Source: an optimization exercise on an open RTL-to-GDS flow (aim: small area, a short achievable clock period and few clock cycles). Production flows keep margins and buffers that such runs may drop.
At most, simulation tests tie the RTL to the original design; equivalence was not proved.
For runs 2 to 4, only the layout was checked, not whether the RTL still works.
No activity file was given, so power comes from the tool's default toggle rates.

**design/flow/run.sh**
```bash
#!/bin/bash
# synth_recipe.tcl (not shown) runs the flow's synth.tcl, then flattens the netlist and writes it again
# the make line also repeats each setting of config.mk as NAME=value (left out here)
make -C /OpenROAD-flow-scripts/flow DESIGN_CONFIG=/design/flow/config.mk WORK_HOME=/design/flow/orfs CLKGATE_MAP_FILE= SYNTH_SCRIPT=/design/flow/synth_recipe.tcl finish
```
**design/flow/design.v**
```verilog
package snn_pkg;
  localparam int unsigned DefaultOutN  = 10;
  localparam int unsigned DefaultDepth = 128;
  localparam int unsigned IDX_W        = $clog2(DefaultOutN);
  localparam int unsigned ADDR_W       = $clog2(DefaultDepth);
endpackage
module spike_count_bank #(
  parameter int unsigned OUT_N = 10,
  parameter int unsigned CNT_W = 7,
  parameter int unsigned IDX_W = $clog2(OUT_N)
) (
  input  logic                 clk,
  input  logic                 first,
  input  logic [OUT_N-1:0]     spikes,    
  output logic [CNT_W-1:0]     max_o,     
  output logic [IDX_W-1:0]     idx_o      
);
  localparam logic [CNT_W-1:0] CntMax = '1;
  logic [OUT_N-1:0][CNT_W-1:0] dist_q, dist_d, dist_b, dist_p, dist_m;
  logic [OUT_N-1:0]            zero_q, zero_d;    
  logic [CNT_W-1:0]            max_q, max_d, max_b;
  logic                        sat_q, sat_d;      
  logic [OUT_N-1:0]            zero_b, one_b, inc;
  logic                        sat_b, up;
  always_comb begin
    for (int k = 0; k < int'(OUT_N); k++) begin
      zero_b[k] = first || zero_q[k];
      one_b[k]  = !first && (dist_q[k] == CNT_W'(1));
      dist_b[k] = first ? '0 : dist_q[k];
    end
    sat_b = !first && sat_q;
    max_b = first ? '0 : max_q;
    up = (|(spikes & zero_b)) && !sat_b;
    for (int k = 0; k < int'(OUT_N); k++) begin
      inc[k] = spikes[k] && !(zero_b[k] && sat_b);
      dist_p[k] = first ? CNT_W'(1) : dist_q[k] + CNT_W'(1);
      dist_m[k] = dist_q[k] - CNT_W'(1);
      if (inc[k]) dist_d[k] = up ? dist_b[k] : dist_m[k];
      else        dist_d[k] = up ? dist_p[k] : dist_b[k];
      zero_d[k] = (zero_b[k] && (up == inc[k])) || (one_b[k] && !up && inc[k]);
    end
    max_d = up ? max_b + CNT_W'(1) : max_b;
    sat_d = up ? (max_b == CntMax - CNT_W'(1)) : sat_b;
  end
  always_ff @(posedge clk) begin
    dist_q <= dist_d;
    zero_q <= zero_d;
    max_q  <= max_d;
    sat_q  <= sat_d;
  end
  always_comb begin
    idx_o = '0;
    for (int k = int'(OUT_N) - 1; k >= 0; k--) begin
      if (zero_q[k]) idx_o = IDX_W'(k);
    end
  end
  assign max_o = max_q;
endmodule
import snn_pkg::*;
module snn_frame_controller #(
  parameter int unsigned IN_W    = 19,
  parameter int unsigned DEPTH   = snn_pkg::DefaultDepth,
  parameter int unsigned OUT_N   = snn_pkg::DefaultOutN,
  parameter int unsigned CNT_W   = 7,
  parameter int unsigned REPEAT  = 4,
  parameter int unsigned NET_LAT = 2
) (
  input  logic                       clk,
  input  logic                       rstn,
  input  logic                       in_valid_i,
  output logic                       in_ready_o,
  input  logic [IN_W-1:0]            in_data_i,
  input  logic                       in_last_i,
  input  logic                       abort_i,
  output logic                       net_valid_o,
  output logic [IN_W-1:0]            net_data_o,
  input  logic [OUT_N-1:0]           spike_i,
  output logic                       result_valid_o,
  input  logic                       result_ready_i,
  output logic [$clog2(OUT_N)-1:0]   result_idx_o,
  output logic [CNT_W-1:0]           result_cnt_o
);
  localparam int unsigned AddrW = $clog2(DEPTH);
  localparam int unsigned IdxW  = $clog2(OUT_N);
  localparam int unsigned PassW = (REPEAT > 2) ? $clog2(REPEAT - 1) : 1;
  localparam int unsigned RowW  = 3;
  localparam int unsigned BlkW  = 2;
  localparam int unsigned BankW = AddrW - RowW - BlkW;
  localparam int unsigned NRow  = 1 << RowW;
  localparam int unsigned NBlk  = 1 << BlkW;
  localparam int unsigned NBank = 1 << BankW;
  localparam logic [AddrW-1:0] LastPtr  = AddrW'(DEPTH - 1);
  localparam logic [PassW-1:0] LastPass = PassW'(REPEAT - 2);
  typedef enum logic [1:0] {RdHold, RdNext, RdZero} rd_move_e;
  logic              load_q, load_d;       
  logic [AddrW-1:0]  wr_q, wr_d;           
  logic [AddrW-1:0]  last_q, last_d;       
  logic              fa_q, fa_d;           
  logic [PassW-1:0]  pass_q, pass_d;       
  logic [AddrW-1:0]  rd_q;                 
  logic [NRow-1:0]   rrow_q;
  logic [NBlk-1:0]   rblk_q;
  logic [NBank-1:0]  rbank_q;
  logic              atl_q, atl_d;         
  rd_move_e          rd_move;
  logic [NBank-1:0][IN_W-1:0] bank_q;      
  logic [NBank-1:0]  sbank_q;              
  logic              pv_q, pv_d;           
  logic              pl_q, pl_d;           
  logic              nv_q, nv_d;           
  logic              nf_q, nf_d;           
  logic              nl_q, nl_d;           
  logic [IN_W-1:0]   nd_q, nd_d;
  logic [NET_LAT:1]  v_q, f_q, l_q;        
  logic              cv_q, cf_q, cl_q;     
  logic [OUT_N-1:0]  sp_q;
  logic              fin_q;                
  logic              rv_q;
  logic [IdxW-1:0]   ri_q;
  logic [CNT_W-1:0]  rc_q;
  logic [IN_W-1:0]   mem [DEPTH];
  logic [IN_W-1:0]   rd_word;
  logic              acc, frame_end, last_fetch, fetch, pend, take;
  logic [CNT_W-1:0]  max_w;
  logic [IdxW-1:0]   idx_w;
  assign acc        = load_q && in_valid_i && !abort_i;
  assign frame_end  = in_last_i || (wr_q == LastPtr);
  assign take       = rv_q && result_ready_i && !abort_i;
  assign pend       = (nv_q && nl_q) || (|(v_q & l_q)) || (cv_q && cl_q) || fin_q;
  assign last_fetch = atl_q && (pass_q == LastPass);
  assign fetch      = fa_q && !(last_fetch && (pend || rv_q));
  always_comb begin
    rd_word = '0;
    for (int b = 0; b < int'(NBank); b++) begin
      rd_word = rd_word | (bank_q[b] & {IN_W{sbank_q[b]}});
    end
  end
  always_comb begin
    load_d  = load_q;
    wr_d    = wr_q;
    last_d  = last_q;
    fa_d    = fa_q;
    pass_d  = pass_q;
    atl_d   = atl_q;
    rd_move = RdHold;
    pv_d    = 1'b0;
    pl_d    = 1'b0;
    nv_d    = 1'b0;
    nf_d    = 1'b0;
    nl_d    = 1'b0;
    nd_d    = pv_q ? rd_word : in_data_i;
    if (load_q) begin
      if (acc) begin
        nv_d = 1'b1;
        nf_d = (wr_q == '0);
        if (frame_end) begin
          last_d = wr_q;
          wr_d   = '0;
          load_d = 1'b0;
          fa_d   = 1'b1;
          pass_d = '0;
          if (wr_q == '0) begin
            atl_d = 1'b1;
          end else begin
            pv_d    = 1'b1;
            rd_move = RdNext;
            atl_d   = (wr_q == AddrW'(1));
          end
        end else begin
          wr_d = wr_q + AddrW'(1);
        end
      end
    end else begin
      if (pv_q) begin
        nv_d = 1'b1;
        nl_d = pl_q;
        if (pl_q) load_d = 1'b1;
      end
      if (fetch) begin
        pv_d = 1'b1;
        pl_d = last_fetch;
        if (atl_q) begin
          rd_move = RdZero;
          atl_d   = (last_q == '0);
          if (pass_q == LastPass) fa_d = 1'b0;
          else                    pass_d = pass_q + PassW'(1);
        end else begin
          rd_move = RdNext;
          atl_d   = (rd_q + AddrW'(1) == last_q);
        end
      end
    end
    if (abort_i) begin
      load_d  = 1'b1;
      wr_d    = '0;
      fa_d    = 1'b0;
      pv_d    = 1'b0;
      nv_d    = 1'b0;
      rd_move = RdZero;
    end
  end
  always_ff @(posedge clk or negedge rstn) begin
    if (!rstn) begin
      load_q  <= 1'b1;
      wr_q    <= '0;
      fa_q    <= 1'b0;
      rd_q    <= '0;
      rrow_q  <= NRow'(1);
      rblk_q  <= NBlk'(1);
      rbank_q <= NBank'(1);
      pv_q    <= 1'b0;
      nv_q    <= 1'b0;
      nl_q    <= 1'b0;
      v_q     <= '0;
      l_q     <= '0;
      cv_q    <= 1'b0;
      cl_q    <= 1'b0;
      fin_q   <= 1'b0;
      rv_q    <= 1'b0;
    end else begin
      load_q <= load_d;
      wr_q   <= wr_d;
      fa_q   <= fa_d;
      unique case (rd_move)
        RdNext: begin
          rd_q   <= rd_q + AddrW'(1);
          rrow_q <= {rrow_q[NRow-2:0], rrow_q[NRow-1]};
          if (rrow_q[NRow-1]) begin
            rblk_q <= {rblk_q[NBlk-2:0], rblk_q[NBlk-1]};
            if (rblk_q[NBlk-1]) rbank_q <= {rbank_q[NBank-2:0], rbank_q[NBank-1]};
          end
        end
        RdZero: begin
          rd_q    <= '0;
          rrow_q  <= NRow'(1);
          rblk_q  <= NBlk'(1);
          rbank_q <= NBank'(1);
        end
        default: ;
      endcase
      pv_q   <= pv_d;
      nv_q   <= nv_d;
      nl_q   <= nl_d;
      v_q    <= abort_i ? '0 : {v_q[NET_LAT-1:1], nv_q};
      l_q    <= {l_q[NET_LAT-1:1], nl_q};
      cv_q   <= abort_i ? 1'b0 : v_q[NET_LAT];
      cl_q   <= l_q[NET_LAT];
      fin_q  <= !abort_i && cv_q && cl_q;
      rv_q   <= !abort_i && (fin_q || (rv_q && !take));
    end
  end
  always_ff @(posedge clk) begin
    last_q  <= last_d;
    pass_q  <= pass_d;
    atl_q   <= atl_d;
    pl_q    <= pl_d;
    sbank_q <= rbank_q;
    nf_q    <= nf_d;
    nd_q    <= nd_d;
    f_q     <= {f_q[NET_LAT-1:1], nf_q};
    cf_q    <= f_q[NET_LAT] && v_q[NET_LAT];
    sp_q    <= v_q[NET_LAT] ? spike_i : '0;
    if (fin_q) begin
      ri_q <= idx_w;
      rc_q <= max_w;
    end
  end
  always_ff @(posedge clk) begin
    for (int b = 0; b < int'(NBank); b++) begin
      logic [IN_W-1:0] w;
      w = '0;
      for (int k = 0; k < int'(NBlk); k++) begin
        logic [IN_W-1:0] blk;
        blk = '0;
        for (int r = 0; r < int'(NRow); r++) begin
          blk = blk | (mem[(b * NBlk + k) * NRow + r] & {IN_W{rrow_q[r]}});
        end
        w = w | (blk & {IN_W{rblk_q[k]}});
      end
      bank_q[b] <= w;
    end
  end
  always_ff @(posedge clk) begin
    for (int r = 0; r < int'(DEPTH); r++) begin
      if (acc && (wr_q == AddrW'(r))) mem[r] <= in_data_i;
    end
  end
  spike_count_bank #(
    .OUT_N (OUT_N),
    .CNT_W (CNT_W),
    .IDX_W (IdxW)
  ) u_count_bank (
    .clk    (clk),
    .first  (cf_q),
    .spikes (sp_q),
    .max_o  (max_w),
    .idx_o  (idx_w)
  );
  assign in_ready_o     = load_q;
  assign net_valid_o    = nv_q;
  assign net_data_o     = nd_q;
  assign result_valid_o = rv_q;
  assign result_idx_o   = ri_q;
  assign result_cnt_o   = rc_q;
endmodule
```
**design/flow/config.mk**
```make
export PLATFORM = sky130hd
export DESIGN_NAME = snn_frame_controller
export DESIGN_NICKNAME = snn_frame_controller
export VERILOG_FILES = /design/flow/design.v
export SDC_FILE = /design/flow/constraint.sdc
export NUM_CORES = 4
export LEC_CHECK = 0
export CAP_MARGIN = 20
export CORE_MARGIN = 2
export CORE_UTILIZATION = 40
export CTS_CLUSTER_DIAMETER = 100
export CTS_CLUSTER_SIZE = 30
export SETUP_SLACK_MARGIN = 2.4
export SLEW_MARGIN = 20
```
**design/flow/constraint.sdc**
```tcl
create_clock -name core_clock -period 5.0 [get_ports {clk}]
set_input_delay 1.0000 -clock core_clock [delete_from_list [all_inputs] [get_ports {clk}]]
set_output_delay 1.0000 -clock core_clock [all_outputs]
set_load 0.01 [all_outputs]
```
==> results by group, run 1 <==
Finish
  – Fin nets: 6130
  – Fraction of layout instances using a drive strength above 1: 11.1%
  – Synth-to-layout area growth: 9.99%
  – Commonest non-fill, non-tap cells in the layout: 2453 x edfxtp_1, 1334 x a22oi_1, 269 x buf_4, 250 x nand4_1, 212 x nand2_1
  – Commonest non-fill, non-tap cell in the layout: edfxtp_1

Power
  – Pwr dens: 370 mW/mm^2
  – Maximum VDD drop: roughly 0.00032 V
  – Pint: just over 30 mW
  – Net Sw Frac: ~25%
  – Leak: about 33 nW
  – Sw Pwr: around 10 mW
  – Clock share of power: around 27%
  – Seq pwr share: a little over three fifths
  – Comb pwr share: roughly a tenth
  – Tot Pwr: 40.5 mW

Critical path
  – Crit. End Element: flop
  – Startpoint types: flop
  – CP max stage cell: dfrtp_4
  – R2R Setup Slk: about 2.4 ns
  – CP dominant cell by count: a22oi_1
  – Setup CP Type: reg -> reg
  – Crit-path max FO: 96
  – R2R depth: 5
  – Reg-to-Reg Start: rrow_q[7]$_DFFE_PN0P_
  – Crit path required time: 5.69 ns
  – Reg-to-reg endpoint: bank_q[63]$_DFF_P_
  – Crit path DAT: 3.31 ns
  – Slowest Stage Delay on Critical Path: slightly below 0.8 ns
  – Cell chain of the critical path: buf_12 -> a22oi_1 -> nand4_1 -> a22oi_1 -> nand2_1

Floorplan
  – Core box area: 0.248 mm^2
  – Die area: approximately 0.25 mm^2
  – Cell Rows: roughly 180
  – Die Width: a little over 500 um
  – # IOs: 68
  – Initial core utilization: about two fifths
  – Die H: around 500 um

Synth
  – Sequential fraction of the synthesis area: about 79%
  – Primary FF master, synth: edfxtp_1
  – Synth Area in Compound Gates: about an eighth
  – Simple-Gate Fraction of Synth Area: between 4 and 5%
  – Fraction of registers with async set/reset: 1.59%
  – Dominant cells by area after synthesis: edfxtp_1 74%, a22oi_1 10%, dfxtp_1 4.1%
  – Synth Area in XOR/XNOR: 0.520%
  – Syn_area_per_cell: 16.7 um^2
  – EDFF count, synth: between 2k and 2.5k
  – Synthesized Nets: 6044
  – Largest family of logic cells by synthesized area: compound AO/OA/AOI/OAI gates
  – Cells after Synth: around 6.0k
  – Post-synthesis cell type count: 81
  – Synth Area in Adders: less than 1%
  – Area leader, netlist: edfxtp_1
  – Post-synth top area share: 74.1%
  – Post-synthesis mux area share: less than 1%
  – Yosys warning count: 3
  – #FFs+latches synth: 2698
  – Cell Area, Synth: roughly 0.099 mm^2

Timing
  – Measured slew at the worst slew-check pin: between 1 and 1.5 ns
  – RSZ-0062 raised after global routing: true
  – Fmax: approximately 380 MHz
  – Worst slew margin: 25.6%
  – Clock skew: between 0.09 and 0.1 ns
  – Slew Viols, Final: 0
  – Final hold viol count: 0
  – Setup_tns: 0 ns
  – Final period util: a little over half
  – Fin crit period: 2.62 ns
  – Setup Viol. Count Final: 0

Global route
  – First-pass GRT wire length: approximately 400 mm
  – Number of global-route vias before repair: between 50k and 60k
  – Initial antenna violation count: 10
  – Largest net degree at the start of global routing: approximately 110
  – Met2 usage: between 30 and 40%
  – GR peak layer: met2
  – Met1 usage: 31.0%
  – GRT Residual Overflow: 0
  – Met3 Usage GRT: roughly 3.3%
  – Gr usage total: ~22%

CTS
  – # H-tree levels: 3
  – CTS clk-pin slew, worst paths: roughly 0.11 ns
  – CTS max path bufs: 3
  – Root buf cell: clkbuf_16
  – CTS Sinks: between 2k and 3k
  – CTS tree: yes
  – CTS Buf Count: roughly 100
  – Insertion delay of the later-clocked pin in the worst-skew pair: between 0.8 and 0.9 ns

Route
  – DRC viols: 0
  – Mean number of vias per cell: 6.08
  – Via Count: 57.5k
  – Initial DRC Count: a little under 8k
  – Wire per inst: a little under 30 um
  – Total Wirelength: 281 mm
  – 1st-pass router iterations: 8
  – Antenna Nets Post-Route: 0

Hold path
  – Min-delay worst type: in -> async

Place
  – Dpl hpwl: ~170 mm
  – PortBufs: 67
  – Final GP Congestion: approximately 0.85

Run status
  – Status: finished clean

Run
  – Max cap viols: 0
[cells by family (layout without fill, tap and decap cells)]
family          Yosys count  after routing
fa+ha+maj                47             47
mux                      23             23
xor+xnor                 59             59
flops                  2698           2698
other cells               0              4
simple gates            935            935
compound gates         1771           1771
buf+inv                 436            592
[registers in the layout, indices dropped and copies added (netlist names), 8 cells and up]
name,cells
bank_q,76
mem,2432
nd_q,19
rrow_q,8
sp_q,10
u_count_bank.dist_q,70
u_count_bank.zero_q,10
[synthesized netlist by cell type (27+ instances only)]
library cell and count:
a21oi_1 113, a22oi_1 1340, a31oi_1 36, a41oi_1 80, and3_1 27, clkbuf_1 354
dfrtp_1 39, dfxtp_1 202, edfxtp_1 2453, ha_1 40, inv_1 41, nand2_1 225
nand3_1 54, nand4_1 250, nor2_1 221, nor3_1 38, o21ai_0 87, xnor2_1 35
[power groups by stage]
| stage | registers [mW] | clock network, mW | logic [mW] |
|---|---|---|---|
| floorplan | 25.8 | 0 | 2.41 |
| global placement | 26.1 | 0 | 3.87 |
| detailed placement | 26.1 | 0 | 3.94 |
| CTS | 25.6 | 11.1 | 3.99 |
| global route | 25.7 | 11.7 | 4.38 |
| finish | 25.6 | 10.9 | 4.04 |
[critical path: cells and delay by family, from the launching register on]
family,cells,cell delay [ns]
AO/OA/AOI/OAI,2,0.87
buffers and inverters,1,0.38
flip-flops,1,0.77
AND/OR/NAND/NOR,2,0.42
[layer usage]
metal,vias to the layer above,share of wire [%]
met1,29800,41
met5,-,0
met3,328,8.3
li1,24500,-
met2,2777,47
met4,0,3.1
[stage by stage]
stage / area (um^2) / util, % / setup slack (ns) / cells / hold WS, ns
after CTS: 109000 / 44.0 / 2.32 / 9442 / 0.345
final: 109000 / 44.1 / 2.38 / 9459 / 0.202
after detailed placement: 106000 / 42.6 / 0.957 / 9245 / 0.319
after floorplan: 99800 / - / 2.28 / 5969 / 0.310
after global placement: 106000 / 42.6 / 1.01 / 9245 / 0.319
after global routing: 109000 / 44.1 / 2.35 / 9457 / 0.218
[how the worst max path moves through the flow]
stage | from | to | slack, ns | depth (start not counted)
floorplan | in_valid_i | mem[31][0]$_DFFE_PP_ | 2.28 | 5
detailed placement | in_valid_i | rd_q[5]$_DFFE_PN0P_ | 0.96 | 11
global placement | in_valid_i | rd_q[5]$_DFFE_PN0P_ | 1.01 | 11
finish | rrow_q[7]$_DFFE_PN0P_ | bank_q[63]$_DFF_P_ | 2.38 | 5
global route | sp_q[2]$_SDFF_PN0_ | u_count_bank.dist_q[60]$_DFF_P_ | 2.35 | 7
CTS | in_valid_i | mem[57][14]$_DFFE_PP_ | 2.32 | 9
[area by class of cell]
class	count	area (um^2)
fill	21400	139000
sequential	2698	78800
multi-input combinational	2835	19700
tap	3330	4170
timing repair buffer	372	3410
clock buffer	157	2850
clock inverter	19	285
inverter	44	168
antenna	4	10.0
[what timing repair did]
item | 4_1_cts | 5_1_grt
hold buffers | 0 | 0
gates resized for setup | 109 | 31
endpoints found under the setup margin | 2105 | 1163
setup buffers | 21 | 13
pin swaps | 9 | 3
Testbench counts, summed over its fixed seeds: cycles 45,152.
==> run 2, diff against run 1 <==
--- a/design/flow/design.v
+++ b/design/flow/design.v
@@ -94,10 +94,15 @@
   typedef enum logic [1:0] {RdHold, RdNext, RdZero} rd_move_e;
   logic              load_q, load_d;       
   logic [AddrW-1:0]  wr_q, wr_d;           
+  logic              wlast_q, wlast_d;     
+  logic              wv_q;
+  logic [AddrW-1:0]  wa_q;
+  logic [IN_W-1:0]   wd_q;
   logic [AddrW-1:0]  last_q, last_d;       
   logic              fa_q, fa_d;           
   logic [PassW-1:0]  pass_q, pass_d;       
-  logic [AddrW-1:0]  rd_q;                 
+  logic [AddrW-1:0]  rem_q, rem_d;         
+  logic              skip_q, skip_d;       
   logic [NRow-1:0]   rrow_q;
   logic [NBlk-1:0]   rblk_q;
   logic [NBank-1:0]  rbank_q;
@@ -124,11 +129,11 @@
   logic [CNT_W-1:0]  max_w;
   logic [IdxW-1:0]   idx_w;
   assign acc        = load_q && in_valid_i && !abort_i;
-  assign frame_end  = in_last_i || (wr_q == LastPtr);
+  assign frame_end  = in_last_i || wlast_q;
   assign take       = rv_q && result_ready_i && !abort_i;
   assign pend       = (nv_q && nl_q) || (|(v_q & l_q)) || (cv_q && cl_q) || fin_q;
   assign last_fetch = atl_q && (pass_q == LastPass);
-  assign fetch      = fa_q && !(last_fetch && (pend || rv_q));
+  assign fetch      = fa_q && !skip_q && !(last_fetch && (pend || rv_q));
   always_comb begin
     rd_word = '0;
     for (int b = 0; b < int'(NBank); b++) begin
@@ -138,6 +143,9 @@
   always_comb begin
     load_d  = load_q;
     wr_d    = wr_q;
+    wlast_d = wlast_q;
+    rem_d   = rem_q;
+    skip_d  = 1'b0;
     last_d  = last_q;
     fa_d    = fa_q;
     pass_d  = pass_q;
@@ -154,20 +162,25 @@
         nv_d = 1'b1;
         nf_d = (wr_q == '0);
         if (frame_end) begin
-          last_d = wr_q;
-          wr_d   = '0;
-          load_d = 1'b0;
-          fa_d   = 1'b1;
-          pass_d = '0;
-          if (wr_q == '0) begin
-            atl_d = 1'b1;
+          last_d  = wr_q;
+          wr_d    = '0;
+          wlast_d = 1'b0;
+          load_d  = 1'b0;
+          fa_d    = 1'b1;
+          pass_d  = '0;
+          if (wr_q[AddrW-1:1] == '0) begin
+            atl_d  = (wr_q == '0);
+            rem_d  = wr_q;
+            skip_d = (wr_q == '0);
           end else begin
             pv_d    = 1'b1;
             rd_move = RdNext;
-            atl_d   = (wr_q == AddrW'(1));
+            atl_d   = 1'b0;
+            rem_d   = wr_q - AddrW'(1);
           end
         end else begin
-          wr_d = wr_q + AddrW'(1);
+          wr_d    = wr_q + AddrW'(1);
+          wlast_d = (wr_q == LastPtr - AddrW'(1));
         end
       end
     end else begin
@@ -182,17 +195,20 @@
         if (atl_q) begin
           rd_move = RdZero;
           atl_d   = (last_q == '0);
+          rem_d   = last_q;
           if (pass_q == LastPass) fa_d = 1'b0;
           else                    pass_d = pass_q + PassW'(1);
         end else begin
           rd_move = RdNext;
-          atl_d   = (rd_q + AddrW'(1) == last_q);
+          atl_d   = (rem_q == AddrW'(1));
+          rem_d   = rem_q - AddrW'(1);
         end
       end
     end
     if (abort_i) begin
       load_d  = 1'b1;
       wr_d    = '0;
+      wlast_d = 1'b0;
       fa_d    = 1'b0;
       pv_d    = 1'b0;
       nv_d    = 1'b0;
@@ -203,8 +219,9 @@
     if (!rstn) begin
       load_q  <= 1'b1;
       wr_q    <= '0;
+      wlast_q <= 1'b0;
+      wv_q    <= 1'b0;
       fa_q    <= 1'b0;
-      rd_q    <= '0;
       rrow_q  <= NRow'(1);
       rblk_q  <= NBlk'(1);
       rbank_q <= NBank'(1);
@@ -220,10 +237,11 @@
     end else begin
       load_q <= load_d;
       wr_q   <= wr_d;
+      wlast_q <= wlast_d;
+      wv_q   <= acc;
       fa_q   <= fa_d;
       unique case (rd_move)
         RdNext: begin
-          rd_q   <= rd_q + AddrW'(1);
           rrow_q <= {rrow_q[NRow-2:0], rrow_q[NRow-1]};
           if (rrow_q[NRow-1]) begin
             rblk_q <= {rblk_q[NBlk-2:0], rblk_q[NBlk-1]};
@@ -231,7 +249,6 @@
           end
         end
         RdZero: begin
-          rd_q    <= '0;
           rrow_q  <= NRow'(1);
           rblk_q  <= NBlk'(1);
           rbank_q <= NBank'(1);
@@ -251,6 +268,10 @@
   end
   always_ff @(posedge clk) begin
     last_q  <= last_d;
+    rem_q   <= rem_d;
+    skip_q  <= skip_d;
+    wa_q    <= wr_q;
+    wd_q    <= in_data_i;
     pass_q  <= pass_d;
     atl_q   <= atl_d;
     pl_q    <= pl_d;
@@ -282,7 +303,7 @@
   end
   always_ff @(posedge clk) begin
     for (int r = 0; r < int'(DEPTH); r++) begin
-      if (acc && (wr_q == AddrW'(r))) mem[r] <= in_data_i;
+      if (wv_q && (wa_q == AddrW'(r))) mem[r] <= wd_q;
     end
   end
   spike_count_bank #(
==> results by group, run 2 <==
Critical path
  – Crit. End Element: flop (unchanged)
  – R2R depth: 4 (was 5)
  – Crit path DAT: 3.19 ns (was 3.31 ns)
  – Startpoint types: flop (unchanged)
  – Setup CP Type: reg -> reg (unchanged)
  – Reg-to-reg endpoint: mem[63][5]$_DFFE_PP_ (was bank_q[63]$_DFF_P_)
  – Crit path required time: 5.45 ns (was 5.69 ns)
  – R2R Setup Slk: 2.26 ns (was 2.38 ns)
  – Reg-to-Reg Start: wa_q[3]$_DFF_P_ (was rrow_q[7]$_DFFE_PN0P_)
  – Critical Path Sink: mem[63][5]$_DFFE_PP_ (was bank_q[63]$_DFF_P_)
  – Crit-path max FO: 19 (was 96)
  – Critical path launch point: wa_q[3]$_DFF_P_ (was rrow_q[7]$_DFFE_PN0P_)

Global route
  – Met3 Usage GRT: 3.43% (was 3.29%)
  – Met1 usage: 30.9% (was 31.0%)
  – Met2 usage: 34.0% (was 34.5%)
  – Number of global-route vias before repair: 55.3k (was 54.9k)
  – Gr usage total: 21.5% (was 21.7%)
  – GR peak layer: met2 (unchanged)
  – First-pass GRT wire length: 405 mm (was 402 mm)
  – Largest net degree at the start of global routing: 97 (was 114)
  – Initial antenna violation count: 8 (was 10)
  – GRT Residual Overflow: 0 (unchanged)

CTS
  – CTS max path bufs: 3 (unchanged)
  – # H-tree levels: 3 (unchanged)
  – CTS Sinks: 2727 (was 2698)
  – CTS Buf Count: 107 (was 104)
  – Post-CTS Hold Fix Bufs: 0 (unchanged)
  – CTS clk-pin slew, worst paths: 0.12 ns (was 0.11 ns)
  – Root buf cell: clkbuf_16 (unchanged)
  – CTS tree: yes (unchanged)
  – Insertion delay of the later-clocked pin in the worst-skew pair: 0.84 ns (was 0.83 ns)

Place
  – Pre-CTS setup slack: 1.43 ns (was 0.957 ns)
  – Placed insts: 9262 (was 9245)
  – PortBufs: 67 (unchanged)
  – Final GP Congestion: 0.830 (was 0.849)
  – Dpl hpwl: 157 mm (was 169 mm)
  – Post-DP Area: 0.106 mm^2 (about the same)

Timing
  – Fmax: 366 MHz (was 382 MHz)
  – Final hold viol count: 0 (unchanged)
  – Final hold slack: 0.291 ns (was 0.202 ns)
  – Clock skew: 0.0769 ns (was 0.0983 ns)
  – Setup Viol. Count Final: 0 (unchanged)
  – Measured slew at the worst slew-check pin: 1.16 ns (was 1.11 ns)
  – Final period util: 54.7% (was 52.4%)
  – Setup_tns: 0 ns (unchanged)
  – RSZ-0062 raised after global routing: true (unchanged)
  – Final WS setup: 2.26 ns (was 2.38 ns)
  – Fin crit period: 2.74 ns (was 2.62 ns)
  – Worst slew margin: 22.7% (was 25.6%)
  – Slew Viols, Final: 0 (unchanged)

Floorplan
  – Die Width: 505 um (was 503 um)
  – Die H: 505 um (was 503 um)
  – # IOs: 68 (unchanged)
  – Cell Rows: 183 (unchanged)
  – Die area: 0.255 mm^2 (was 0.253 mm^2)
  – Initial core utilization: 40.3% (was 40.1%)
  – Core box area: 0.249 mm^2 (was 0.248 mm^2)

Power
  – Pwr dens: 368 mW/mm^2 (was 370 mW/mm^2)
  – Maximum VDD drop: 0.000286 V (was 0.000316 V)
  – Leak: 33.0 nW (was 32.9 nW)
  – Tot Pwr: 40.6 mW (was 40.5 mW)

Run status
  – Status: finished clean (unchanged)

Synth
  – Synthesized Nets: 6097 (was 6044)
  – Fraction of registers with async set/reset: 1.39% (was 1.59%)
  – Syn_area_per_cell: 16.7 um^2 (about the same)
  – #FFs+latches synth: 2727 (was 2698)
  – Area leader, netlist: edfxtp_1 (unchanged)
  – EDFF count, synth: 2460 (was 2453)
  – Yosys warning count: 3 (unchanged)
  – Cell Area, Synth: 0.100 mm^2 (was 0.0995 mm^2)
  – Primary FF master, synth: edfxtp_1 (unchanged)
  – Synth cell count leaders: 2460 x edfxtp_1, 1341 x a22oi_1, 341 x clkbuf_1, 244 x nand4_1, 244 x nor2_1 (was 2453 x edfxtp_1, 1340 x a22oi_1, 354 x clkbuf_1, 250 x nand4_1, 225 x nand2_1)
  – Cells after Synth: 6021 (was 5969)
  – Dominant cells by area after synthesis: edfxtp_1 74%, a22oi_1 10%, dfxtp_1 4.6% (was edfxtp_1 74%, a22oi_1 10%, dfxtp_1 4.1%)
  – Post-synth top area share: 73.7% (was 74.1%)
  – Post-synthesis cell type count: 86 (was 81)
  – Sequential fraction of the synthesis area: 79.2% (about the same)
  – Most common cell in the netlist: edfxtp_1 (unchanged)

Finish
  – Design area: 0.110 mm^2 (was 0.109 mm^2)
  – Commonest non-fill, non-tap cell in the layout: edfxtp_1 (unchanged)
  – Fin nets: 6162 (was 6130)
  – Non-Filler Instances: 9511 (was 9459)
  – Reg with most FFs: mem (unchanged)
  – Max FFs per register: 2432 (unchanged)
  – Fraction of layout instances using a drive strength above 1: 10.8% (was 11.1%)
  – Commonest non-fill, non-tap cells in the layout: 2460 x edfxtp_1, 1334 x a22oi_1, 244 x nand4_1, 242 x buf_4, 213 x nand2_1 (was 2453 x edfxtp_1, 1334 x a22oi_1, 269 x buf_4, 250 x nand4_1, 212 x nand2_1)
  – Synth-to-layout area growth: 9.97% (was 9.99%)
  – Biggest regs: mem: 2432 flops, bank_q: 76 flops, u_count_bank.dist_q: 70 flops (unchanged)
  – Core Util, Final: 44.3% (was 44.1%)

Route
  – Wire per inst: 29.8 um (was 29.7 um)
  – Via Count: 58.0k (was 57.5k)
  – Mean number of vias per cell: 6.10 (was 6.08)
  – 1st-pass router iterations: 8 (unchanged)
  – DRC viols: 0 (unchanged)
  – Initial DRC Count: 7700 (was 7893)
  – Antenna Nets Post-Route: 0 (unchanged)
  – Total Wirelength: 284 mm (was 281 mm)

Run
  – Max cap viols: 0 (unchanged)

Hold path
  – Min-delay worst type: in -> async (unchanged)
run 2: cell count changes in the layout (fill, tap and decap cells not counted), sizes merged, moves of 9 or more:
| cell | change |
|---|---|
| clkdlybuf4s50 | +19 |
| nor2 | +24 |
| a31oi | +15 |
| buf | -40 |
| o22ai | -9 |
| nand2 | -9 |
| o21ai | -34 |
| dfxtp | +27 |
| clkbuf | +19 |
| nand3 | +11 |
run 2: final cells by class:
type / instances / area [um^2]
Sequential cell: 2727 / 79600
Antenna cell: 3 / 7.51
Clock buffer: 175 / 2950
Fill cell: 21600 / 139000
Clock inverter: 26 / 423
Timing Repair Buffer: 352 / 3290
Tap cell: 3330 / 4170
Multi-Input combinational cell: 2851 / 19700
Inverter: 47 / 181
run 2: how the worst min path moves through the flow:
stage,startpoint,end,slack (ns),cells after the start
after floorplan,nf_q$_SDFF_PN0_,f_q[1]$_DFF_P_,0.31,0
after global placement,f_q[1]$_DFF_P_,f_q[2]$_DFF_P_,0.32,0
after detailed placement,nf_q$_SDFF_PN0_,f_q[1]$_DFF_P_,0.32,0
after CTS,rstn,cl_q$_DFF_PN0_,0.27,1
after global routing,rstn,cl_q$_DFF_PN0_,0.33,1
final,rstn,cl_q$_DFF_PN0_,0.29,1
run 2: power by group:
| part | leakage, nW | switching [mW] | internal, mW | total, mW |
|---|---|---|---|---|
| clock network | 1.60 | 6.99 | 4.36 | 11.3 |
| registers | 24.5 | 0.760 | 25.2 | 26.0 |
| logic | 6.94 | 2.09 | 1.23 | 3.32 |
run 2: critical path, cell delays in order (launching register included):
cell	delay, ns
dfxtp_1	0.58
and3_1	0.33
nand3_2	0.71
nor2_2	0.36
buf_4	0.36
run 2: what timing repair did:
item | CTS | global route
pin swaps | 5 | 7
resized for setup | 72 | 29
buffers inserted | 16 | 26
setup endpoints to repair | 646 | 594
gates cloned | 1 | 0
run 2: cell families (layout without fill, tap and decap cells):
kind of cell | count (synthesis) | in the layout | synth area share [%]
flip-flops | 2727 | 2727 | 79.2
AO/OA/AOI/OAI | 1760 | 1761 | 12.9
AND/OR/NAND/NOR | 977 | 977 | 4.97
buffers and inverters | 444 | 600 | 1.75
XOR/XNOR | 58 | 58 | 0.506
adder cells (fa/ha/maj) | 41 | 41 | 0.511
multiplexers | 14 | 14 | 0.147
other | 0 | 3 | 0
run 2: per-layer routing:
layer	share of wire (%)	vias up
met3	8.5	308
li1	-	24700
met5	0.0035	-
met1	42	30300
met2	47	2724
met4	2.9	2
==> run 3, diff against run 2 <==
--- a/design/flow/design.v
+++ b/design/flow/design.v
@@ -184,6 +184,7 @@
         end
       end
     end else begin
+      if (!fa_q && !pv_q) load_d = 1'b1;
       if (pv_q) begin
         nv_d = 1'b1;
         nl_d = pl_q;
@@ -217,7 +218,7 @@
   end
   always_ff @(posedge clk or negedge rstn) begin
     if (!rstn) begin
-      load_q  <= 1'b1;
+      load_q  <= 1'b0;
       wr_q    <= '0;
       wlast_q <= 1'b0;
       wv_q    <= 1'b0;
--- a/design/flow/config.mk
+++ b/design/flow/config.mk
@@ -10,5 +10,5 @@
 export CORE_UTILIZATION = 40
 export CTS_CLUSTER_DIAMETER = 100
 export CTS_CLUSTER_SIZE = 30
-export SETUP_SLACK_MARGIN = 2.4
+export SETUP_SLACK_MARGIN = 2.6
 export SLEW_MARGIN = 20
==> results by group, run 3 <==
Run status
  – Status: finished clean (unchanged)

Critical path
  – CP max stage cell: dfrtp_4 (was nand3_2)
  – Crit-path max FO: 2 (was 19)
  – Cell chain of the critical path: buf_6 (was and3_1 -> nand3_2 -> nor2_2 -> buf_4)
  – R2R depth: 6 (was 4)
  – Worst path bufs/invs: 1 (unchanged)
  – Delay-heaviest family, CP: flip-flops (was simple AND/OR/NAND/NOR gates)
  – Critical path launch point: load_q$_DFF_PN0_ (was wa_q[3]$_DFF_P_)
  – Crit. End Element: primary output (was flop)
  – Setup CP Type: reg -> out (was reg -> reg)
  – Startpoint types: flop (unchanged)
  – Reg-to-Reg Start: rrow_q[3]$_DFFE_PN0P_ (was wa_q[3]$_DFF_P_)
  – Crit path required time: 4.00 ns (was 5.45 ns)
  – Slowest Stage Delay on Critical Path: 0.52 ns (was 0.71 ns)
  – Stages on worst setup path: 1 (was 4)
  – R2R Setup Slk: 2.56 ns (was 2.26 ns)
  – Crit path DAT: 1.46 ns (was 3.19 ns)

Finish
  – Non-Filler Instances: 9558 (was 9511)
  – Synth-to-layout area growth: 11.4% (was 9.97%)
  – Commonest non-fill, non-tap cells in the layout: 2460 x edfxtp_1, 1311 x a22oi_1, 276 x buf_4, 251 x nand4_1, 191 x dfxtp_1 (was 2460 x edfxtp_1, 1334 x a22oi_1, 244 x nand4_1, 242 x buf_4, 213 x nand2_1)
  – Reg with most FFs: mem (unchanged)
  – Fin nets: 6207 (was 6162)
  – Commonest non-fill, non-tap cell in the layout: edfxtp_1 (unchanged)
  – Fraction of layout instances using a drive strength above 1: 13.1% (was 10.8%)
  – Max FFs per register: 2432 (unchanged)
  – Fillers: 21.4k (was 21.6k)
  – Biggest regs: mem: 2432 flops, bank_q: 76 flops, u_count_bank.dist_q: 70 flops (unchanged)

Timing
  – Final hold slack: 0.283 ns (was 0.291 ns)
  – Setup Viol. Count Final: 0 (unchanged)
  – Setup_tns: 0 ns (unchanged)
  – RSZ-0062 raised after global routing: true (unchanged)
  – Final period util: 49.1% (was 54.7%)
  – Final hold viol count: 0 (unchanged)
  – Worst slew margin: 19.2% (was 22.7%)
  – Final WS setup: 2.54 ns (was 2.26 ns)
  – Fin crit period: 2.46 ns (was 2.74 ns)
  – Measured slew at the worst slew-check pin: 1.21 ns (was 1.16 ns)
  – Clock skew: 0.104 ns (was 0.0769 ns)
  – Fmax: 407 MHz (was 366 MHz)
  – Slew Viols, Final: 0 (unchanged)

Global route
  – GR peak layer: met2 (unchanged)
  – Met2 usage: 36.1% (was 34.0%)
  – Number of global-route vias before repair: 56.0k (was 55.3k)
  – Met1 usage: 30.5% (was 30.9%)
  – Met3 Usage GRT: 3.32% (was 3.43%)
  – First-pass GRT wire length: 414 mm (was 405 mm)
  – GRT Residual Overflow: 0 (unchanged)
  – Gr usage total: 22.1% (was 21.5%)
  – Initial antenna violation count: 11 (was 8)
  – Largest net degree at the start of global routing: 90 (was 97)

Synth
  – Sequential fraction of the synthesis area: 79.4% (was 79.2%)
  – Cell Area, Synth: 0.100 mm^2 (about the same)
  – Yosys warning count: 3 (unchanged)
  – EDFF count, synth: 2460 (unchanged)
  – Synthesized Nets: 6066 (was 6097)
  – Syn_area_per_cell: 16.7 um^2 (about the same)
  – Area leader, netlist: edfxtp_1 (unchanged)
  – Most common cell in the netlist: edfxtp_1 (unchanged)
  – Synth cell count leaders: 2460 x edfxtp_1, 1337 x a22oi_1, 361 x clkbuf_1, 254 x nor2_1, 251 x nand4_1 (was 2460 x edfxtp_1, 1341 x a22oi_1, 341 x clkbuf_1, 244 x nand4_1, 244 x nor2_1)
  – Fraction of registers with async set/reset: 1.39% (unchanged)
  – Primary FF master, synth: edfxtp_1 (unchanged)
  – #FFs+latches synth: 2727 (unchanged)
  – Cells after Synth: 5990 (was 6021)
  – Dominant cells by area after synthesis: edfxtp_1 74%, a22oi_1 10%, dfxtp_1 4.6% (unchanged)
  – Post-synthesis cell type count: 78 (was 86)
  – Post-synth top area share: 73.9% (was 73.7%)

Power
  – Sw Pwr: 9.81 mW (was 9.84 mW)
  – Leak: 33.5 nW (was 33.0 nW)
  – Clock share of power: 27.6% (was 27.9%)
  – Tot Pwr: 40.5 mW (was 40.6 mW)
  – Net Sw Frac: 24.2% (about the same)
  – Comb pwr share: 8.4% (was 8.2%)
  – Seq pwr share: 64.0% (was 63.9%)
  – Maximum VDD drop: 0.000294 V (was 0.000286 V)
  – Pint: 30.7 mW (was 30.8 mW)
  – Pwr dens: 364 mW/mm^2 (was 368 mW/mm^2)

Floorplan
  – Die H: 504 um (was 505 um)
  – # IOs: 68 (unchanged)
  – Die area: 0.254 mm^2 (was 0.255 mm^2)
  – Cell Rows: 183 (unchanged)
  – Core box area: 0.249 mm^2 (about the same)
  – Die Width: 504 um (was 505 um)
  – Initial core utilization: 40.2% (was 40.3%)

CTS
  – Insertion delay of the later-clocked pin in the worst-skew pair: 0.84 ns (about the same)
  – CTS clk-pin slew, worst paths: 0.12 ns (about the same)
  – # H-tree levels: 3 (unchanged)
  – CTS max path bufs: 3 (unchanged)
  – CTS Buf Count: 106 (was 107)
  – Root buf cell: clkbuf_16 (unchanged)
  – CTS tree: yes (unchanged)
  – Post-CTS Hold Fix Bufs: 0 (unchanged)
  – CTS Sinks: 2727 (unchanged)

Route
  – Via Count: 58.3k (was 58.0k)
  – Mean number of vias per cell: 6.10 (about the same)
  – Total Wirelength: 290 mm (was 284 mm)
  – Antenna Nets Post-Route: 0 (unchanged)
  – 1st-pass router iterations: 6 (was 8)
  – Initial DRC Count: 7427 (was 7700)
  – Wire per inst: 30.4 um (was 29.8 um)
  – DRC viols: 0 (unchanged)

Run
  – Max cap viols: 0 (unchanged)

Place
  – Final GP Congestion: 0.833 (was 0.830)
  – PortBufs: 67 (unchanged)
  – Pre-CTS setup slack: 1.38 ns (was 1.43 ns)
  – Dpl hpwl: 158 mm (was 157 mm)
  – Placed insts: 9227 (was 9262)

Hold path
  – Min-delay worst type: in -> async (unchanged)
## run 3: worst paths after layout
check / endpoint
worst max-delay path: in_ready_o
worst min-delay path: rblk_q[1]$_DFFE_PN0P_
worst max register to register: bank_q[68]$_DFF_P_
worst min register to register: f_q[2]$_DFF_P_
max in group asynchronous: load_q$_DFF_PN0_
min in group core_clock: f_q[2]$_DFF_P_
## run 3: cells by family after synthesis
family	synth area share (%)
flip-flops	79.4
XOR/XNOR	0.622
AND/OR/NAND/NOR	4.71
buffers and inverters	1.70
AO/OA/AOI/OAI	12.8
adder cells (fa/ha/maj)	0.523
multiplexers	0.158
## run 3: power by group through the flow
stage | Clock [mW] | Sequential (mW) | Combinational [mW]
after floorplan | 0 | 26.2 | 2.09
after global placement | 0 | 26.4 | 3.05
after detailed placement | 0 | 26.5 | 3.11
after CTS | 11.4 | 25.9 | 3.28
after global routing | 12.1 | 26.0 | 3.69
final | 11.2 | 25.9 | 3.42
## run 3: layout make-up
cell class                      count  area [um^2]  area share [%]
Sequential cell                  2727        79600            71.5
Multi-Input combinational cell   2819        19900            17.9
Tap cell                         3330         4170            3.74
Timing Repair Buffer              424         4140            3.72
Clock buffer                      181         2990            2.68
Clock inverter                     19          303           0.272
Inverter                           52          209           0.188
Antenna cell                        5         12.5          0.0112
Timing Repair inverter              1         5.00         0.00450
## run 3: what timing repair did
action / CTS / global route
gates cloned: 5 / 2
pin swaps: 21 / 21
endpoints found under the setup margin: 1447 / 565
setup buffers: 76 / 41
gates resized for setup: 249 / 74
## run 3: per-stage QoR
step | utilization (%) | area (um^2)
after CTS | 44.5 | 111000
after global routing | 44.8 | 111000
after floorplan | - | 100000
after detailed placement | 42.6 | 106000
after global placement | 42.6 | 106000
final | 44.8 | 111000
## run 3: layer usage
metal,part of all wire [%],vias up
met4,2.9,0
li1,-,24700
met3,8.4,330
met1,40,30400
met5,0,-
met2,48,2790
==> run 4, diff against run 3 <==
--- a/design/flow/config.mk
+++ b/design/flow/config.mk
@@ -10,5 +10,5 @@
 export CORE_UTILIZATION = 40
 export CTS_CLUSTER_DIAMETER = 100
 export CTS_CLUSTER_SIZE = 30
-export SETUP_SLACK_MARGIN = 2.6
+export SETUP_SLACK_MARGIN = 2.8
 export SLEW_MARGIN = 20
==> results by group, run 4 <==
Synth
  – Synth cell count leaders: 2460 x edfxtp_1, 1337 x a22oi_1, 361 x clkbuf_1, 254 x nor2_1, 251 x nand4_1 (unchanged)
  – Post-synthesis cell type count: 78 (unchanged)
  – Syn_area_per_cell: 16.7 um^2 (unchanged)
  – Cells after Synth: 5990 (unchanged)
  – Synthesized Nets: 6066 (unchanged)
  – Post-synth top area share: 73.9% (unchanged)
  – Yosys warning count: 3 (unchanged)
  – Dominant cells by area after synthesis: edfxtp_1 74%, a22oi_1 10%, dfxtp_1 4.6% (unchanged)
  – Primary FF master, synth: edfxtp_1 (unchanged)
  – Area leader, netlist: edfxtp_1 (unchanged)
  – Fraction of registers with async set/reset: 1.39% (unchanged)
  – EDFF count, synth: 2460 (unchanged)
  – Most common cell in the netlist: edfxtp_1 (unchanged)
  – Cell Area, Synth: 0.100 mm^2 (unchanged)
  – Sequential fraction of the synthesis area: 79.4% (unchanged)
  – #FFs+latches synth: 2727 (unchanged)

Finish
  – Non-Filler Instances: 9617 (was 9558)
  – Fraction of layout instances using a drive strength above 1: 16.4% (was 13.1%)
  – Synth-to-layout area growth: 13.9% (was 11.4%)
  – Multi-input logic area: 0.0209 mm^2 (was 0.0199 mm^2)
  – Commonest non-fill, non-tap cell in the layout: edfxtp_1 (unchanged)
  – Core Util, Final: 45.8% (was 44.8%)
  – Fillers: 21.1k (was 21.4k)
  – Max FFs per register: 2432 (unchanged)
  – Reg area: 0.0796 mm^2 (about the same)
  – Biggest regs: mem: 2432 flops, bank_q: 76 flops, u_count_bank.dist_q: 70 flops (unchanged)
  – Reg with most FFs: mem (unchanged)
  – Design area: 0.114 mm^2 (was 0.111 mm^2)
  – Fin nets: 6264 (was 6207)
  – Commonest non-fill, non-tap cells in the layout: 2460 x edfxtp_1, 1296 x a22oi_1, 251 x nand4_1, 227 x buf_4, 180 x dfxtp_1 (was 2460 x edfxtp_1, 1311 x a22oi_1, 276 x buf_4, 251 x nand4_1, 191 x dfxtp_1)

Route
  – Total Wirelength: 297 mm (was 290 mm)
  – DRC viols: 0 (unchanged)
  – Initial DRC Count: 8304 (was 7427)
  – 1st-pass router iterations: 7 (was 6)
  – Mean number of vias per cell: 6.21 (was 6.10)
  – Wire per inst: 30.9 um (was 30.4 um)
  – Via Count: 59.7k (was 58.3k)
  – Antenna Nets Post-Route: 0 (unchanged)

Power
  – Pwr dens: 362 mW/mm^2 (was 364 mW/mm^2)
  – Tot Pwr: 41.2 mW (was 40.5 mW)
  – Maximum VDD drop: 0.000311 V (was 0.000294 V)
  – Leak: 34.4 nW (was 33.5 nW)

Critical path
  – Crit path DAT: 3.18 ns (was 1.46 ns)
  – Cell chain of the critical path: a22oi_1 -> nand4_1 -> o31ai_4 -> buf_6 -> buf_12 -> buf_12 -> nand2_4 -> mux2_4 -> o22ai_2 (was buf_6)
  – Setup CP Type: reg -> reg (was reg -> out)
  – Reg-to-Reg Start: u_count_bank.zero_q[0]$_DFF_P_ (was rrow_q[3]$_DFFE_PN0P_)
  – CP max stage cell: a22oi_1 (was dfrtp_4)
  – Worst path bufs/invs: 3 (was 1)
  – CP dominant cell by count: buf_12
  – Critical Path Sink: u_count_bank.dist_q[16]$_DFF_P_ (was in_ready_o)
  – Slowest Stage Delay on Critical Path: 0.41 ns (was 0.52 ns)
  – R2R Setup Slk: 2.55 ns (was 2.56 ns)
  – Critical path launch point: u_count_bank.zero_q[0]$_DFF_P_ (was load_q$_DFF_PN0_)
  – Startpoint types: flop (unchanged)
  – Crit-path max FO: 7 (was 2)
  – Crit path required time: 5.73 ns (was 4.00 ns)
  – R2R depth: 9 (was 6)
  – Stages on worst setup path: 9 (was 1)
  – Delay-heaviest family, CP: compound AO/OA/AOI/OAI gates (was flip-flops)
  – Crit. End Element: flop (was primary output)
  – Reg-to-reg endpoint: u_count_bank.dist_q[16]$_DFF_P_ (was bank_q[68]$_DFF_P_)

Global route
  – First-pass GRT wire length: 416 mm (was 414 mm)
  – Largest net degree at the start of global routing: 92 (was 90)
  – Initial antenna violation count: 8 (was 11)
  – GRT Residual Overflow: 0 (unchanged)
  – Number of global-route vias before repair: 56.3k (was 56.0k)
  – Gr usage total: 22.2% (was 22.1%)

Timing
  – Fmax: 408 MHz (was 407 MHz)
  – Final WS setup: 2.55 ns (was 2.54 ns)
  – Fin crit period: 2.45 ns (was 2.46 ns)
  – Setup_tns: 0 ns (unchanged)
  – Setup Viol. Count Final: 0 (unchanged)
  – Measured slew at the worst slew-check pin: 1.18 ns (was 1.21 ns)
  – Slew Viols, Final: 0 (unchanged)
  – Final hold viol count: 0 (unchanged)
  – Final period util: 49.0% (was 49.1%)
  – Clock skew: 0.0914 ns (was 0.104 ns)
  – Final hold slack: 0.275 ns (was 0.283 ns)
  – RSZ-0062 raised after global routing: true (unchanged)
  – Worst slew margin: 21.4% (was 19.2%)

Place
  – PortBufs: 67 (unchanged)
  – Placed insts: 9214 (was 9227)
  – Final GP Congestion: 0.848 (was 0.833)
  – Post-DP Area: 0.106 mm^2 (about the same)
  – Dpl hpwl: 158 mm (about the same)
  – Pre-CTS setup slack: 1.44 ns (was 1.38 ns)

Floorplan
  – # IOs: 68 (unchanged)
  – Die Width: 504 um (unchanged)
  – Initial core utilization: 40.2% (unchanged)
  – Die area: 0.254 mm^2 (unchanged)
  – Die H: 504 um (unchanged)
  – Core box area: 0.249 mm^2 (unchanged)
  – Cell Rows: 183 (unchanged)

CTS
  – Root buf cell: clkbuf_16 (unchanged)
  – CTS clk-pin slew, worst paths: 0.12 ns (about the same)
  – CTS Buf Count: 106 (unchanged)
  – Post-CTS Hold Fix Bufs: 0 (unchanged)
  – # H-tree levels: 3 (unchanged)
  – Insertion delay of the later-clocked pin in the worst-skew pair: 0.84 ns (about the same)
  – CTS max path bufs: 3 (unchanged)
  – CTS Sinks: 2727 (unchanged)
  – CTS tree: yes (unchanged)

Run status
  – Status: finished clean (unchanged)

Hold path
  – Min-delay worst type: in -> async (unchanged)

Run
  – Max cap viols: 0 (unchanged)
==> run 4: logic make-up (layout without fill, tap and decap cells) <==
logic type | count (synthesis) | after routing | share of synthesized area [%]
AO/OA/AOI/OAI | 1751 | 1752 | 12.8
XOR/XNOR | 71 | 71 | 0.622
adder cells (fa/ha/maj) | 42 | 42 | 0.523
buffers and inverters | 446 | 733 | 1.70
flip-flops | 2727 | 2727 | 79.4
multiplexers | 15 | 15 | 0.158
other | 0 | 9 | 0
AND/OR/NAND/NOR | 938 | 938 | 4.71
==> run 4: worst reg2reg max path, cell delays in order, from the launching register on <==
cell	delay (ns)
dfxtp_1	0.40
a22oi_1	0.41
nand4_1	0.35
o31ai_4	0.36
buf_6	0.16
buf_12	0.14
buf_12	0.11
nand2_4	0.05
mux2_4	0.31
o22ai_2	0.08
==> run 4: power by group <==
group	internal [mW]	leakage [nW]	switching [mW]
Combinational	1.53	8.32	2.45
Clock	4.24	1.57	7.01
Sequential	25.2	24.5	0.731
==> run 4: area by class of cell <==
| type | count | area share [%] |
|---|---|---|
| inverter | 52 | 0.189 |
| tap | 3330 | 3.66 |
| timing repair inverter | 1 | 0.00550 |
| timing repair buffer | 482 | 4.96 |
| multi-input combinational | 2818 | 18.3 |
| antenna | 9 | 0.0198 |
| clock inverter | 19 | 0.309 |
| sequential | 2727 | 69.9 |
| clock buffer | 179 | 2.60 |
==> run 4: how the worst min path moves through the flow <==
stage / startpoint / end / cells past startpoint
5_1_grt: rstn / nv_q$_DFF_PN0_ / 1
6_report: rstn / nv_q$_DFF_PN0_ / 1
2_1_floorplan: nf_q$_SDFF_PN0_ / f_q[1]$_DFF_P_ / 0
3_3_place_gp: f_q[1]$_DFF_P_ / f_q[2]$_DFF_P_ / 0
3_5_place_dp: f_q[1]$_DFF_P_ / f_q[2]$_DFF_P_ / 0
4_1_cts: rstn / rblk_q[1]$_DFFE_PN0P_ / 1
==> run 4: what timing repair did <==
| action | in CTS | in global routing |
|---|---|---|
| gates cloned | 10 | 8 |
| resized for setup | 406 | 216 |
| buffers inserted | 134 | 42 |
| pin swaps | 74 | 97 |
| setup endpoints to repair | 2063 | 1039 |
==> run 4: per-layer routing <==
layer	vias to the layer above	track usage (%)	routed length, um
met2	3122	35.0	138000
met4	2	6.81	9310
li1	24800	-	-
met1	31400	32.0	122000
met3	365	3.17	27000
met5	-	0	235
==> run 5, diff against run 4 <==
--- a/design/flow/design.v
+++ b/design/flow/design.v
@@ -117,8 +117,8 @@
   logic              nl_q, nl_d;           
   logic [IN_W-1:0]   nd_q, nd_d;
   logic [NET_LAT:1]  v_q, f_q, l_q;        
-  logic              cv_q, cf_q, cl_q;     
-  logic [OUT_N-1:0]  sp_q;
+  logic              ans_first, ans_last;  
+  logic [OUT_N-1:0]  ans;                  
   logic              fin_q;                
   logic              rv_q;
   logic [IdxW-1:0]   ri_q;
@@ -131,7 +131,10 @@
   assign acc        = load_q && in_valid_i && !abort_i;
   assign frame_end  = in_last_i || wlast_q;
   assign take       = rv_q && result_ready_i && !abort_i;
-  assign pend       = (nv_q && nl_q) || (|(v_q & l_q)) || (cv_q && cl_q) || fin_q;
+  assign pend       = (nv_q && nl_q) || (|(v_q & l_q)) || fin_q;
+  assign ans        = v_q[NET_LAT] ? spike_i : '0;
+  assign ans_first  = v_q[NET_LAT] && f_q[NET_LAT];
+  assign ans_last   = v_q[NET_LAT] && l_q[NET_LAT];
   assign last_fetch = atl_q && (pass_q == LastPass);
   assign fetch      = fa_q && !skip_q && !(last_fetch && (pend || rv_q));
   always_comb begin
@@ -231,8 +234,6 @@
       nl_q    <= 1'b0;
       v_q     <= '0;
       l_q     <= '0;
-      cv_q    <= 1'b0;
-      cl_q    <= 1'b0;
       fin_q   <= 1'b0;
       rv_q    <= 1'b0;
     end else begin
@@ -261,9 +262,7 @@
       nl_q   <= nl_d;
       v_q    <= abort_i ? '0 : {v_q[NET_LAT-1:1], nv_q};
       l_q    <= {l_q[NET_LAT-1:1], nl_q};
-      cv_q   <= abort_i ? 1'b0 : v_q[NET_LAT];
-      cl_q   <= l_q[NET_LAT];
-      fin_q  <= !abort_i && cv_q && cl_q;
+      fin_q  <= !abort_i && ans_last;
       rv_q   <= !abort_i && (fin_q || (rv_q && !take));
     end
   end
@@ -280,8 +279,6 @@
     nf_q    <= nf_d;
     nd_q    <= nd_d;
     f_q     <= {f_q[NET_LAT-1:1], nf_q};
-    cf_q    <= f_q[NET_LAT] && v_q[NET_LAT];
-    sp_q    <= v_q[NET_LAT] ? spike_i : '0;
     if (fin_q) begin
       ri_q <= idx_w;
       rc_q <= max_w;
@@ -313,8 +310,8 @@
     .IDX_W (IdxW)
   ) u_count_bank (
     .clk    (clk),
-    .first  (cf_q),
-    .spikes (sp_q),
+    .first  (ans_first),
+    .spikes (ans),
     .max_o  (max_w),
     .idx_o  (idx_w)
   );
--- a/design/flow/config.mk
+++ b/design/flow/config.mk
@@ -7,8 +7,8 @@
 export LEC_CHECK = 0
 export CAP_MARGIN = 20
 export CORE_MARGIN = 2
-export CORE_UTILIZATION = 40
+export CORE_UTILIZATION = 55
 export CTS_CLUSTER_DIAMETER = 100
 export CTS_CLUSTER_SIZE = 30
-export SETUP_SLACK_MARGIN = 2.8
+export SETUP_SLACK_MARGIN = 2.6
 export SLEW_MARGIN = 20
==> results by group, run 5 <==
Run status
  – Status: finished clean (unchanged)

Global route
  – Initial antenna violation count: 8 (unchanged)
  – Largest net degree at the start of global routing: 99 (was 92)
  – GRT Residual Overflow: 0 (unchanged)
  – First-pass GRT wire length: 405 mm (was 416 mm)
  – Gr usage total: 30.3% (was 22.2%)
  – Number of global-route vias before repair: 55.1k (was 56.3k)

Critical path
  – Slowest Stage Delay on Critical Path: 0.49 ns (was 0.41 ns)
  – Crit. End Element: primary output (was flop)
  – Startpoint types: flop (unchanged)
  – Delay-heaviest family, CP: flip-flops (was compound AO/OA/AOI/OAI gates)
  – R2R depth: 5 (was 9)
  – Crit path DAT: 1.47 ns (was 3.18 ns)
  – Cell chain of the critical path: dlymetal6s2s_1 (was a22oi_1 -> nand4_1 -> o31ai_4 -> buf_6 -> buf_12 -> buf_12 -> nand2_4 -> mux2_4 -> o22ai_2)
  – R2R Setup Slk: 2.56 ns (was 2.55 ns)
  – Crit-path max FO: 2 (was 7)
  – CP max stage cell: dfrtp_4 (was a22oi_1)
  – Crit path required time: 4.00 ns (was 5.73 ns)
  – Setup CP Type: reg -> out (was reg -> reg)
  – Worst path bufs/invs: 1 (was 3)
  – Stages on worst setup path: 1 (was 9)

Synth
  – Sequential fraction of the synthesis area: 79.3% (was 79.4%)
  – Cells after Synth: 5988 (was 5990)
  – Synthesized Nets: 6064 (was 6066)
  – Fraction of registers with async set/reset: 1.33% (was 1.39%)
  – Yosys warning count: 3 (unchanged)
  – Synth cell count leaders: 2460 x edfxtp_1, 1347 x a22oi_1, 348 x clkbuf_1, 259 x nand4_1, 228 x nor2_1 (was 2460 x edfxtp_1, 1337 x a22oi_1, 361 x clkbuf_1, 254 x nor2_1, 251 x nand4_1)
  – Most common cell in the netlist: edfxtp_1 (unchanged)
  – Syn_area_per_cell: 16.7 um^2 (about the same)
  – Cell Area, Synth: 0.0998 mm^2 (was 0.100 mm^2)
  – Post-synth top area share: 74.0% (was 73.9%)
  – Post-synthesis cell type count: 90 (was 78)
  – #FFs+latches synth: 2714 (was 2727)
  – EDFF count, synth: 2460 (unchanged)
  – Primary FF master, synth: edfxtp_1 (unchanged)
  – Dominant cells by area after synthesis: edfxtp_1 74%, a22oi_1 10%, dfxtp_1 4.4% (was edfxtp_1 74%, a22oi_1 10%, dfxtp_1 4.6%)
  – Area leader, netlist: edfxtp_1 (unchanged)

Floorplan
  – # IOs: 68 (unchanged)
  – Die area: 0.185 mm^2 (was 0.254 mm^2)
  – Die Width: 430 um (was 504 um)
  – Core box area: 0.181 mm^2 (was 0.249 mm^2)
  – Initial core utilization: 55.3% (was 40.2%)
  – Die H: 430 um (was 504 um)
  – Cell Rows: 156 (was 183)

Finish
  – Reg with most FFs: mem (unchanged)
  – Synth-to-layout area growth: 9.50% (was 13.9%)
  – Max FFs per register: 2432 (unchanged)
  – Fraction of layout instances using a drive strength above 1: 12.5% (was 16.4%)
  – Biggest regs: mem: 2432 flops, bank_q: 76 flops, u_count_bank.dist_q: 70 flops (unchanged)
  – Commonest non-fill, non-tap cells in the layout: 2460 x edfxtp_1, 1340 x a22oi_1, 259 x nand4_1, 248 x buf_4, 215 x nand2_1 (was 2460 x edfxtp_1, 1296 x a22oi_1, 251 x nand4_1, 227 x buf_4, 180 x dfxtp_1)
  – Commonest non-fill, non-tap cell in the layout: edfxtp_1 (unchanged)
  – Fin nets: 6157 (was 6264)
  – Fillers: 13.2k (was 21.1k)
  – Design area: 0.109 mm^2 (was 0.114 mm^2)

Power
  – Leak: 32.9 nW (was 34.4 nW)
  – Tot Pwr: 40.2 mW (was 41.2 mW)
  – Maximum VDD drop: 0.000313 V (was 0.000311 V)
  – Pwr dens: 368 mW/mm^2 (was 362 mW/mm^2)

Timing
  – Worst slew margin: 14.2% (was 21.4%)
  – Final WS setup: 2.53 ns (was 2.55 ns)
  – Setup Viol. Count Final: 0 (unchanged)
  – Fmax: 405 MHz (was 408 MHz)
  – Final hold viol count: 0 (unchanged)
  – Fin crit period: 2.47 ns (was 2.45 ns)
  – Final period util: 49.4% (was 49.0%)
  – Final hold slack: 0.261 ns (was 0.275 ns)
  – Setup_tns: 0 ns (unchanged)
  – Clock skew: 0.0395 ns (was 0.0914 ns)
  – Slew Viols, Final: 0 (unchanged)
  – Measured slew at the worst slew-check pin: 1.28 ns (was 1.18 ns)
  – RSZ-0062 raised after global routing: true (unchanged)

Place
  – Final GP Congestion: 0.863 (was 0.848)
  – Pre-CTS setup slack: 1.21 ns (was 1.44 ns)
  – Dpl hpwl: 154 mm (was 158 mm)
  – Post-DP Area: 0.105 mm^2 (was 0.106 mm^2)
  – PortBufs: 67 (unchanged)

Hold path
  – Min-delay worst type: in -> async (unchanged)

CTS
  – Insertion delay of the later-clocked pin in the worst-skew pair: 0.81 ns (was 0.84 ns)
  – Root buf cell: clkbuf_16 (unchanged)
  – CTS tree: yes (unchanged)
  – CTS max path bufs: 3 (unchanged)
  – Post-CTS Hold Fix Bufs: 0 (unchanged)
  – # H-tree levels: 3 (unchanged)
  – CTS Buf Count: 102 (was 106)
  – CTS clk-pin slew, worst paths: 0.11 ns (was 0.12 ns)
  – CTS Sinks: 2714 (was 2727)

Route
  – Via Count: 58.3k (was 59.7k)
  – Mean number of vias per cell: 6.84 (was 6.21)
  – Total Wirelength: 285 mm (was 297 mm)
  – 1st-pass router iterations: 6 (was 7)
  – DRC viols: 0 (unchanged)
  – Antenna Nets Post-Route: 0 (unchanged)
  – Wire per inst: 33.5 um (was 30.9 um)
  – Initial DRC Count: 8293 (was 8304)

Run
  – Max cap viols: 0 (unchanged)
==> run 5: report_power, final <==
part | total [mW] | internal, mW | switching [mW]
clock | 10.7 | 4.03 | 6.67
sequential | 26.0 | 25.2 | 0.845
combinational | 3.52 | 1.29 | 2.23
==> run 5: through the flow <==
step	cells	utilization [%]
6_report	8526	60.5
3_5_place_dp	8255	58.0
3_3_place_gp	8255	58.0
4_1_cts	8490	60.2
5_1_grt	8520	60.5
2_1_floorplan	5988	-
==> run 5: metal layers <==
layer	vias to the layer above	GRT usage [%]	part of all wire, %
met1	30500	45.5	42
met4	2	8.86	3.4
li1	24700	-	-
met3	354	4.18	8.4
met5	-	0	0.0042
met2	2833	46.7	46
==> run 5: kinds of logic (layout without fill, tap and decap cells) <==
kind of cell / after synthesis / after routing / synth area share [%]
other cells: 0 / 6 / 0
compound gates: 1811 / 1813 / 13.3
simple gates: 926 / 927 / 4.66
mux: 7 / 7 / 0.0752
buf+inv: 436 / 595 / 1.69
xor+xnor: 52 / 52 / 0.456
flops: 2714 / 2714 / 79.3
fa+ha+maj: 42 / 42 / 0.524
==> run 5: worst paths after layout <==
| path | from | to |
|---|---|---|
| worst max-delay path | load_q$_DFF_PN0_ | in_ready_o |
| worst min-delay path | rstn | load_q$_DFF_PN0_ |
| worst max register to register | rrow_q[6]$_DFFE_PN0P_ | bank_q[65]$_DFF_P_ |
| worst min register to register | f_q[1]$_DFF_P_ | f_q[2]$_DFF_P_ |
| max in group asynchronous | rstn | rrow_q[7]$_DFFE_PN0P_ |
| min in group core_clock | f_q[1]$_DFF_P_ | f_q[2]$_DFF_P_ |
==> run 5: area by class of cell <==
class                      count  area, um^2  area share (%)
sequential                  2714       79300            72.5
antenna                        6        15.0          0.0137
tap                         2370        2970            2.71
clock buffer                 160        2810            2.57
timing repair buffer         382        3780            3.46
clock inverter                13         159           0.145
inverter                      40         154           0.141
multi-input combinational   2841       20100            18.4
==> run 5: repair_timing <==
item,4_1_cts,5_1_grt
setup buffers,59,23
endpoints found under the setup margin,2047,477
cloned,3,4
gates resized for setup,231,53
pin swaps,15,11
Testbench counts of run 5, summed over its fixed seeds: cycles 45,144.

## re-timing with driven ports
The results above use ideal ports. As a check the final layouts listed here were re-extracted and re-timed, cells and wires unchanged.
Step 1 sets driving cells, clkbuf_16 on the clock port and buf_2 on the other inputs (assumed; they add their load-dependent delay and slew).
Step 2, shift: input delay + t, output delay - t, t = (earliest + latest rising clock arrival at the registers) / 2. This alone moves slack from input paths to output paths.
Three values: no drivers, after step 1, after step 2; two values: the first two.
| run | shift t [ns] | setup WS [ns] | worst setup path after step 2 |
|---|---|---|---|
| run 1 | 0.886 | 2.379 / 2.330 / 1.634 | input to register |
| run 2 | 0.891 | 2.265 / 2.265 / 1.704 | input to register |
| run 3 | 0.883 | 2.543 / 2.451 / 1.850 | input to register |
| run 4 | 0.893 | 2.551 / 2.480 / 1.733 | input to register |
| run 5 | 0.883 | 2.530 / 2.441 / 1.797 | input to register |
After both steps every run listed still meets setup and hold. The setup slack of run 4, which loses most, moves by -0.071 ns with the drivers and by -0.818 ns with both steps.
